Background: an optimization exercise with open tools, aiming at small area. Do not read the settings as production practice. The RTL was checked by simulation tests, not by an equivalence proof against the original design.

==> job 5846: inputs <==
==> flow/design.v (excerpt) <==
module led_pattern_generator
(
	input  logic        clk,
	input  logic        arst_n,
	input  logic        cfg_we,
	input  logic [2:0]  cfg_index,
	input  logic [15:0] cfg_wdata,
	input  logic        s_tvalid,
	output logic        s_tready,
	input  logic [31:0] s_tdata,   
	output logic        m_tvalid,
	input  logic        m_tready,
	output logic [23:0] m_tdata    
);
	logic [1:0]  mode;
	logic [23:0] color;
	logic [15:0] interval;
	logic        ramp_restart;
	logic        valid_s1;
	logic [31:0] now_s1;
	logic        valid_s2;
	logic [38:0] prod_s2;
	logic [23:0] color_s2;
	logic [23:0] color_q;
	logic        out_free;
	logic        s2_free;
	logic        s1_go;
	logic        emit;
	logic        load;
	logic [38:0] result;
	assign out_free = !m_tvalid || m_tready;
	assign s2_free  = !valid_s2 || out_free;
	assign s1_go    = valid_s1 && s2_free;
	assign s_tready = !valid_s1 || s2_free;
	always_ff @(posedge clk or negedge arst_n) begin
  ...
clock: 10.0 ns
lec_check: 0
cap_margin: 20
core_margin: 2
core_utilization: 65
slew_margin: 20
standard.sh (not shown) runs the stock make flow with config.mk's settings and CLKGATE_MAP_FILE= SYNTH_SCRIPT=/design/flow/synth_recipe.tcl, a recipe that flattens the netlist after the stock synthesis.
==> flow/flow/run.sh <==
#!/bin/bash
# Own layout flow: the standard layout (standard.sh) with
#  - synthesis by flow/synth.tcl (the standard script without adder extraction and with the
#    ABC script flow/area.abc; same registers as the standard synthesis),
#  - port buffers of the smallest buffer cell,
#  - clock tree without dummy loads, from clkbuf_8, in clusters of up to 16 flip-flops.
# The make output goes to flow_make.log in the work folder; ORFS's per-step logs stay under
# orfs/logs/.
set -euo pipefail
W=$(pwd)
export MY_ABC_SCRIPT="$W/flow/area.abc"
export BUFFER_PORTS_ARGS="-buffer_cell sky130_fd_sc_hd__buf_1"
export CTS_ARGS="-sink_clustering_enable -repair_clock_nets -dont_use_dummy_load -buf_list {sky130_fd_sc_hd__clkbuf_8} -sink_clustering_size 16 -sink_clustering_max_diameter 60"
bash "$W/standard.sh" SYNTH_SCRIPT="$W/flow/synth.tcl" finish > "$W/flow_make.log" 2>&1
==> flow/flow/area.abc <==
strash
&get -n
&fraig -x
&put
scorr
dc2
dretime
strash
&get -n
&dch -f
&nf -R 1000
&put
buffer -c
upsize -c
dnsize -c
==> flow/flow/synth.tcl <==
# The standard synthesis script (synth_recipe.tcl), with two changes that touch only the
# combinational logic: Yosys's full/half-adder extraction is skipped, and ABC runs the
# area-oriented script in $MY_ABC_SCRIPT instead of ORFS's. Registers are mapped by the same
# dfflibmap step as in the standard synthesis, so their names and cell types are unchanged.
proc synth {args} { yosys synth -nofsm -noshare {*}$args }
proc extract_fa {args} { puts "extract_fa skipped" }
proc abc {args} {
  set i [lsearch $args -script]
  if {$i >= 0} { set args [lreplace $args $i [expr {$i + 1}] -script $::env(MY_ABC_SCRIPT)] }
  yosys abc {*}$args
}
source $::env(SCRIPTS_DIR)/synth.tcl
# left out here: clear keep_hierarchy, flatten, clean up, hide names made inside functions, write 1_2_yosys.v
==> job 9739: changes against job 5846 <==
--- a/flow/design.v
+++ b/flow/design.v
@@ -56,12 +56,14 @@
 	output logic        emit,
 	output logic        load,         
 	output logic [38:0] result        
 );
 	logic [31:0] blink_last_q;
+	logic        blink_seen_q;
 	logic        blink_on_q;
 	logic [31:0] dbl_last_q;
+	logic        dbl_seen_q;
 	logic [2:0]  dbl_cnt_q;
 	logic [5:0]  ramp_k_q;      
 	logic        ramp_fall_q;   
 	logic        blink_fire;
 	logic        dbl_fire;
@@ -91,11 +93,12 @@
 	logic        c1;
 	logic [15:0] ha;
 	logic [15:0] hb;
 	logic        hi_zero;
 	logic        fire;
-	assign last  = mode[0] ? blink_last_q : dbl_last_q;
+	assign last  = ({32{mode[0] && blink_seen_q}} & blink_last_q)
+	             | ({32{!mode[0] && dbl_seen_q}} & dbl_last_q);
 	assign limit = mode[0] ? interval : 16'd100;
 	assign lo = add16(now[15:0], ~last[15:0], 1'b1);
 	assign c1 = lo[16];
 	assign ha = now[31:16];
 	assign hb = ~last[31:16];
@@ -139,26 +142,38 @@
 		endcase
 	end
 	lpg_scale_mul u_red   (.c(color[7:0]),   .k(k_sel), .y(result[12:0]));
 	lpg_scale_mul u_green (.c(color[15:8]),  .k(k_sel), .y(result[25:13]));
 	lpg_scale_mul u_blue  (.c(color[23:16]), .k(k_sel), .y(result[38:26]));
+	logic blink_load;
+	logic dbl_load;
+	assign blink_load = s1_go && (mode == MODE_BLINK) && blink_fire;
+	assign dbl_load   = s1_go && (mode == MODE_DOUBLE) && dbl_fire;
+	always_ff @(posedge clk) begin
+		if (blink_load) begin
+			blink_last_q <= now;
+		end
+		if (dbl_load) begin
+			dbl_last_q <= now;
+		end
+	end
 	always_ff @(posedge clk or negedge arst_n) begin
 		if (!arst_n) begin
-			blink_last_q <= '0;
+			blink_seen_q <= 1'b0;
 			blink_on_q   <= 1'b0;
-			dbl_last_q   <= '0;
+			dbl_seen_q   <= 1'b0;
 			dbl_cnt_q    <= '0;
 			ramp_k_q     <= 6'd1;
 			ramp_fall_q  <= 1'b0;
 		end else begin
-			if (s1_go && (mode == MODE_BLINK) && blink_fire) begin
+			if (blink_load) begin
+				blink_seen_q <= 1'b1;
 				blink_on_q   <= !blink_on_q;
-				blink_last_q <= now;
 			end
-			if (s1_go && (mode == MODE_DOUBLE) && dbl_fire) begin
+			if (dbl_load) begin
+				dbl_seen_q <= 1'b1;
 				dbl_cnt_q  <= dbl_cnt_q + 3'd1;
-				dbl_last_q <= now;
 			end
 			if (ramp_restart) begin
 				ramp_k_q    <= 6'd1;
 				ramp_fall_q <= 1'b0;
 			end else if (s1_go && (mode == MODE_BREATH)) begin
@@ -172,37 +187,24 @@
 (
 	input  logic [7:0]  c,
 	input  logic [5:0]  k,
 	output logic [12:0] y       
 );
-	function automatic logic [27:0] csa(input logic [13:0] a, input logic [13:0] b,
-		input logic [13:0] d);
-		logic [13:0] sm;
-		logic [13:0] cr;
-		sm = a ^ b ^ d;
-		cr = (a & b) | (a & d) | (b & d);
-		csa = {cr[12:0], 1'b0, sm};
-	endfunction
-	logic [13:0] pp [6];
-	logic [27:0] s1;
-	logic [27:0] s2;
-	logic [27:0] s3;
-	logic [27:0] s4;
 	logic [13:0] acc;
+	logic [13:0] sum;
+	logic [13:0] pp;
 	logic        cy;
 	always_comb begin
+		acc = '0;
 		for (int j = 0; j < 6; j++) begin
-			pp[j] = ({6'd0, c} & {14{k[j]}}) << j;
-		end
-		s1 = csa(pp[0], pp[1], pp[2]);
-		s2 = csa(pp[3], pp[4], pp[5]);
-		s3 = csa(s1[13:0], s1[27:14], s2[13:0]);
-		s4 = csa(s3[13:0], s3[27:14], s2[27:14]);
-		cy = 1'b0;
-		for (int i = 0; i < 14; i++) begin
-			acc[i] = s4[i] ^ s4[14+i] ^ cy;
-			cy     = (s4[i] & s4[14+i]) | (cy & (s4[i] ^ s4[14+i]));
+			pp = ({6'd0, c} & {14{k[j]}}) << j;
+			cy = 1'b0;
+			for (int i = 0; i < 14; i++) begin
+				sum[i] = acc[i] ^ pp[i] ^ cy;
+				cy     = (acc[i] & pp[i]) | (acc[i] & cy) | (pp[i] & cy);
+			end
+			acc = sum;
 		end
 		y = acc[13:1];
 	end
 endmodule
 module lpg_scale_div
@@ -297,28 +299,29 @@
 		.result       (result)
 	);
 	always_ff @(posedge clk or negedge arst_n) begin
 		if (!arst_n) begin
 			valid_s2 <= 1'b0;
-			prod_s2  <= '0;
 			m_tvalid <= 1'b0;
 		end else begin
 			if (s2_free) begin
 				valid_s2 <= valid_s1 && emit;
 			end
-			if (s1_go && emit && load) begin
-				prod_s2 <= result;
-			end
 			if (out_free) begin
 				m_tvalid <= valid_s2;
 			end
 		end
 	end
 	lpg_scale_div u_div_red   (.y(prod_s2[12:0]),  .q(color_s2[7:0]));
 	lpg_scale_div u_div_green (.y(prod_s2[25:13]), .q(color_s2[15:8]));
 	lpg_scale_div u_div_blue  (.y(prod_s2[38:26]), .q(color_s2[23:16]));
 	always_ff @(posedge clk) begin
+		if (s1_go && emit && load) begin
+			prod_s2 <= result;
+		end
+	end
+	always_ff @(posedge clk) begin
 		if (out_free) begin
 			color_q <= color_s2;
 		end
 	end
 	assign m_tdata = color_q;
==> flow/flow/run.sh (replaced) <==
#!/bin/bash
# Own layout flow: the standard layout (standard.sh) with
#  - synthesis by flow/synth.tcl (the standard script with adder extraction only in the
#    multiplier and with the ABC script flow/area.abc; same registers as the standard
#    synthesis),
#  - port buffers of the smallest buffer cell,
#  - clock tree without dummy loads, from clkbuf_4, in clusters of up to 12 flip-flops.
# The make output goes to flow_make.log in the work folder; ORFS's per-step logs stay under
# orfs/logs/.
set -euo pipefail
W=$(pwd)
export MY_ABC_SCRIPT="$W/flow/area.abc"
export SYNTH_KEEP_MODULES="lpg_scale_mul"
export BUFFER_PORTS_ARGS="-buffer_cell sky130_fd_sc_hd__buf_1"
export CTS_ARGS="-sink_clustering_enable -repair_clock_nets -dont_use_dummy_load -buf_list {sky130_fd_sc_hd__clkbuf_4} -sink_clustering_size 12 -sink_clustering_max_diameter 50"
bash "$W/standard.sh" SYNTH_SCRIPT="$W/flow/synth.tcl" finish > "$W/flow_make.log" 2>&1
==> flow/flow/area.abc (replaced) <==
strash
&get -n
&fraig -x
&deepsyn -T 60
&put
strash
&get -n
&dch -f
&nf -R 1000
&put
buffer -c
upsize -c
dnsize -c
==> flow/flow/synth.tcl (replaced) <==
# The standard synthesis script (synth_recipe.tcl), with two changes that touch only the
# combinational logic: Yosys's full/half-adder extraction runs only on the multiplier module
# (kept as a separate module until the final flatten by SYNTH_KEEP_MODULES in run.sh), and
# ABC runs the area-oriented script in $MY_ABC_SCRIPT instead of ORFS's. Registers are mapped by the same
# dfflibmap step as in the standard synthesis, so their names and cell types are unchanged.
proc synth {args} { yosys synth -nofsm -noshare {*}$args }
proc extract_fa {args} { yosys extract_fa {*}$args lpg_scale_mul }
proc abc {args} {
  set i [lsearch $args -script]
  if {$i >= 0} { set args [lreplace $args $i [expr {$i + 1}] -script $::env(MY_ABC_SCRIPT)] }
  yosys abc {*}$args
}
source $::env(SCRIPTS_DIR)/synth.tcl
# left out here: clear keep_hierarchy, flatten, clean up, hide names made inside functions, write 1_2_yosys.v
==> job 2846: changes against job 5846 <==
--- a/flow/design.v
+++ b/flow/design.v
@@ -56,12 +56,14 @@
 	output logic        emit,
 	output logic        load,         
 	output logic [38:0] result        
 );
 	logic [31:0] blink_last_q;
+	logic        blink_seen_q;
 	logic        blink_on_q;
 	logic [31:0] dbl_last_q;
+	logic        dbl_seen_q;
 	logic [2:0]  dbl_cnt_q;
 	logic [5:0]  ramp_k_q;      
 	logic        ramp_fall_q;   
 	logic        blink_fire;
 	logic        dbl_fire;
@@ -91,11 +93,12 @@
 	logic        c1;
 	logic [15:0] ha;
 	logic [15:0] hb;
 	logic        hi_zero;
 	logic        fire;
-	assign last  = mode[0] ? blink_last_q : dbl_last_q;
+	assign last  = ({32{mode[0] && blink_seen_q}} & blink_last_q)
+	             | ({32{!mode[0] && dbl_seen_q}} & dbl_last_q);
 	assign limit = mode[0] ? interval : 16'd100;
 	assign lo = add16(now[15:0], ~last[15:0], 1'b1);
 	assign c1 = lo[16];
 	assign ha = now[31:16];
 	assign hb = ~last[31:16];
@@ -139,26 +142,38 @@
 		endcase
 	end
 	lpg_scale_mul u_red   (.c(color[7:0]),   .k(k_sel), .y(result[12:0]));
 	lpg_scale_mul u_green (.c(color[15:8]),  .k(k_sel), .y(result[25:13]));
 	lpg_scale_mul u_blue  (.c(color[23:16]), .k(k_sel), .y(result[38:26]));
+	logic blink_load;
+	logic dbl_load;
+	assign blink_load = s1_go && (mode == MODE_BLINK) && blink_fire;
+	assign dbl_load   = s1_go && (mode == MODE_DOUBLE) && dbl_fire;
+	always_ff @(posedge clk) begin
+		if (blink_load) begin
+			blink_last_q <= now;
+		end
+		if (dbl_load) begin
+			dbl_last_q <= now;
+		end
+	end
 	always_ff @(posedge clk or negedge arst_n) begin
 		if (!arst_n) begin
-			blink_last_q <= '0;
+			blink_seen_q <= 1'b0;
 			blink_on_q   <= 1'b0;
-			dbl_last_q   <= '0;
+			dbl_seen_q   <= 1'b0;
 			dbl_cnt_q    <= '0;
 			ramp_k_q     <= 6'd1;
 			ramp_fall_q  <= 1'b0;
 		end else begin
-			if (s1_go && (mode == MODE_BLINK) && blink_fire) begin
+			if (blink_load) begin
+				blink_seen_q <= 1'b1;
 				blink_on_q   <= !blink_on_q;
-				blink_last_q <= now;
 			end
-			if (s1_go && (mode == MODE_DOUBLE) && dbl_fire) begin
+			if (dbl_load) begin
+				dbl_seen_q <= 1'b1;
 				dbl_cnt_q  <= dbl_cnt_q + 3'd1;
-				dbl_last_q <= now;
 			end
 			if (ramp_restart) begin
 				ramp_k_q    <= 6'd1;
 				ramp_fall_q <= 1'b0;
 			end else if (s1_go && (mode == MODE_BREATH)) begin
@@ -297,28 +312,29 @@
 		.result       (result)
 	);
 	always_ff @(posedge clk or negedge arst_n) begin
 		if (!arst_n) begin
 			valid_s2 <= 1'b0;
-			prod_s2  <= '0;
 			m_tvalid <= 1'b0;
 		end else begin
 			if (s2_free) begin
 				valid_s2 <= valid_s1 && emit;
 			end
-			if (s1_go && emit && load) begin
-				prod_s2 <= result;
-			end
 			if (out_free) begin
 				m_tvalid <= valid_s2;
 			end
 		end
 	end
 	lpg_scale_div u_div_red   (.y(prod_s2[12:0]),  .q(color_s2[7:0]));
 	lpg_scale_div u_div_green (.y(prod_s2[25:13]), .q(color_s2[15:8]));
 	lpg_scale_div u_div_blue  (.y(prod_s2[38:26]), .q(color_s2[23:16]));
 	always_ff @(posedge clk) begin
+		if (s1_go && emit && load) begin
+			prod_s2 <= result;
+		end
+	end
+	always_ff @(posedge clk) begin
 		if (out_free) begin
 			color_q <= color_s2;
 		end
 	end
 	assign m_tdata = color_q;
==> flow/flow/run.sh (replaced) <==
#!/bin/bash
# Own layout flow: the standard layout (standard.sh) with
#  - synthesis by flow/synth.tcl (the standard script with adder extraction only in the
#    multiplier and with the ABC script flow/area.abc; same registers as the standard
#    synthesis),
#  - port buffers of the smallest buffer cell,
#  - clock tree without dummy loads, from clkbuf_8, in clusters of up to 16 flip-flops.
# The make output goes to flow_make.log in the work folder; ORFS's per-step logs stay under
# orfs/logs/.
set -euo pipefail
W=$(pwd)
export MY_ABC_SCRIPT="$W/flow/area.abc"
export SYNTH_KEEP_MODULES="lpg_scale_mul"
export BUFFER_PORTS_ARGS="-buffer_cell sky130_fd_sc_hd__buf_1"
export CTS_ARGS="-sink_clustering_enable -repair_clock_nets -dont_use_dummy_load -buf_list {sky130_fd_sc_hd__clkbuf_8} -sink_clustering_size 16 -sink_clustering_max_diameter 60"
bash "$W/standard.sh" SYNTH_SCRIPT="$W/flow/synth.tcl" finish > "$W/flow_make.log" 2>&1
==> flow/flow/synth.tcl (replaced) <==
# The standard synthesis script (synth_recipe.tcl), with two changes that touch only the
# combinational logic: Yosys's full/half-adder extraction runs only on the multiplier module
# (kept as a separate module until the final flatten by SYNTH_KEEP_MODULES in run.sh), and
# ABC runs the area-oriented script in $MY_ABC_SCRIPT instead of ORFS's. Registers are mapped by the same
# dfflibmap step as in the standard synthesis, so their names and cell types are unchanged.
proc synth {args} { yosys synth -nofsm -noshare {*}$args }
proc extract_fa {args} { yosys extract_fa {*}$args lpg_scale_mul }
proc abc {args} {
  set i [lsearch $args -script]
  if {$i >= 0} { set args [lreplace $args $i [expr {$i + 1}] -script $::env(MY_ABC_SCRIPT)] }
  yosys abc {*}$args
}
source $::env(SCRIPTS_DIR)/synth.tcl
# left out here: clear keep_hierarchy, flatten, clean up, hide names made inside functions, write 1_2_yosys.v
==> results.txt <==
                                                                         job 5846       job 9739       job 2846
Non-clock buffer count in the final layout                                     95             92             91
Count of filler cells inserted in the layout                                 1826           1522           1530
Clock latency of the later-clocked register in the worst-skew pair         540 ps         670 ps         550 ps
Gate count after technology mapping                                          1678           1114           1216
Launching point of the worst reg2reg path                           u_cfg.mode[0]  u_cfg.mode[1]  u_cfg.mode[0]
Sink Count                                                                    215            217            217
Post-placement setup slack                                                2120 ps        1530 ps        2360 ps
Number of synthesized flops with an enable pin                                 56            159            159
Seq area share                                                              36.9%          43.8%          41.9%
Period utilization                                                          79.1%          84.1%          76.2%
Compound-Gate Fraction of Synth Area                                        10.1%          6.39%          7.35%
Cell type of the slowest stage on the worst timing path                   dfrtp_2        dfrtp_1        dfrtp_1
Number of cells on the worst hold path                                          2              1              1
Met1 GRT Util                                                               31.9%          27.8%          28.9%
Result of the run                                        timing/DRC/antenna clean  timing/DRC/antenna clean  timing/DRC/antenna clean
Number of vias after detailed routing                                       11247           8140           8591
Post-synthesis mux area share                                               8.80%          3.53%          3.71%
Sum of routed wire segments on met1                                      12900 um        9560 um       10500 um
Die area                                                               23700 um^2     21700 um^2     22600 um^2
Number of antenna violations at the first check in global routing               0              2              0
CTS root buffer                                                          clkbuf_8       clkbuf_4       clkbuf_8

## separate check: timing with driven ports
In the flow no input, the clock included, has a driving cell. The finished layouts below were timed again as built, in two steps. Step 1 (the two cells are an assumption about what drives the block):
set clk [get_ports {clk}]
set_driving_cell -lib_cell sky130_fd_sc_hd__clkbuf_16 $clk
set_driving_cell -lib_cell sky130_fd_sc_hd__buf_2 [delete_from_list [all_inputs] $clk]
Step 2, shift: input delay + t, output delay - t, t = (earliest + latest rising clock arrival at the registers) / 2. This alone moves slack from input paths to output paths. a / b / c = ideal / step 1 / step 2; a / b = the first two.
run | t, ns | slack for setup (ns) | worst setup path after step 2 | clock arrival spread, ns
job 5846 | 0.553 | 2.086 / 2.086 / 2.086 | register to register | 0.067 / 0.066
job 9739 | 0.667 | 1.586 / 1.586 / 1.586 | register to register | 0.081 / 0.081
job 2846 | 0.554 | 2.380 / 2.380 / 2.380 | register to register | 0.066 / 0.066
After both steps every run listed still meets setup and hold.
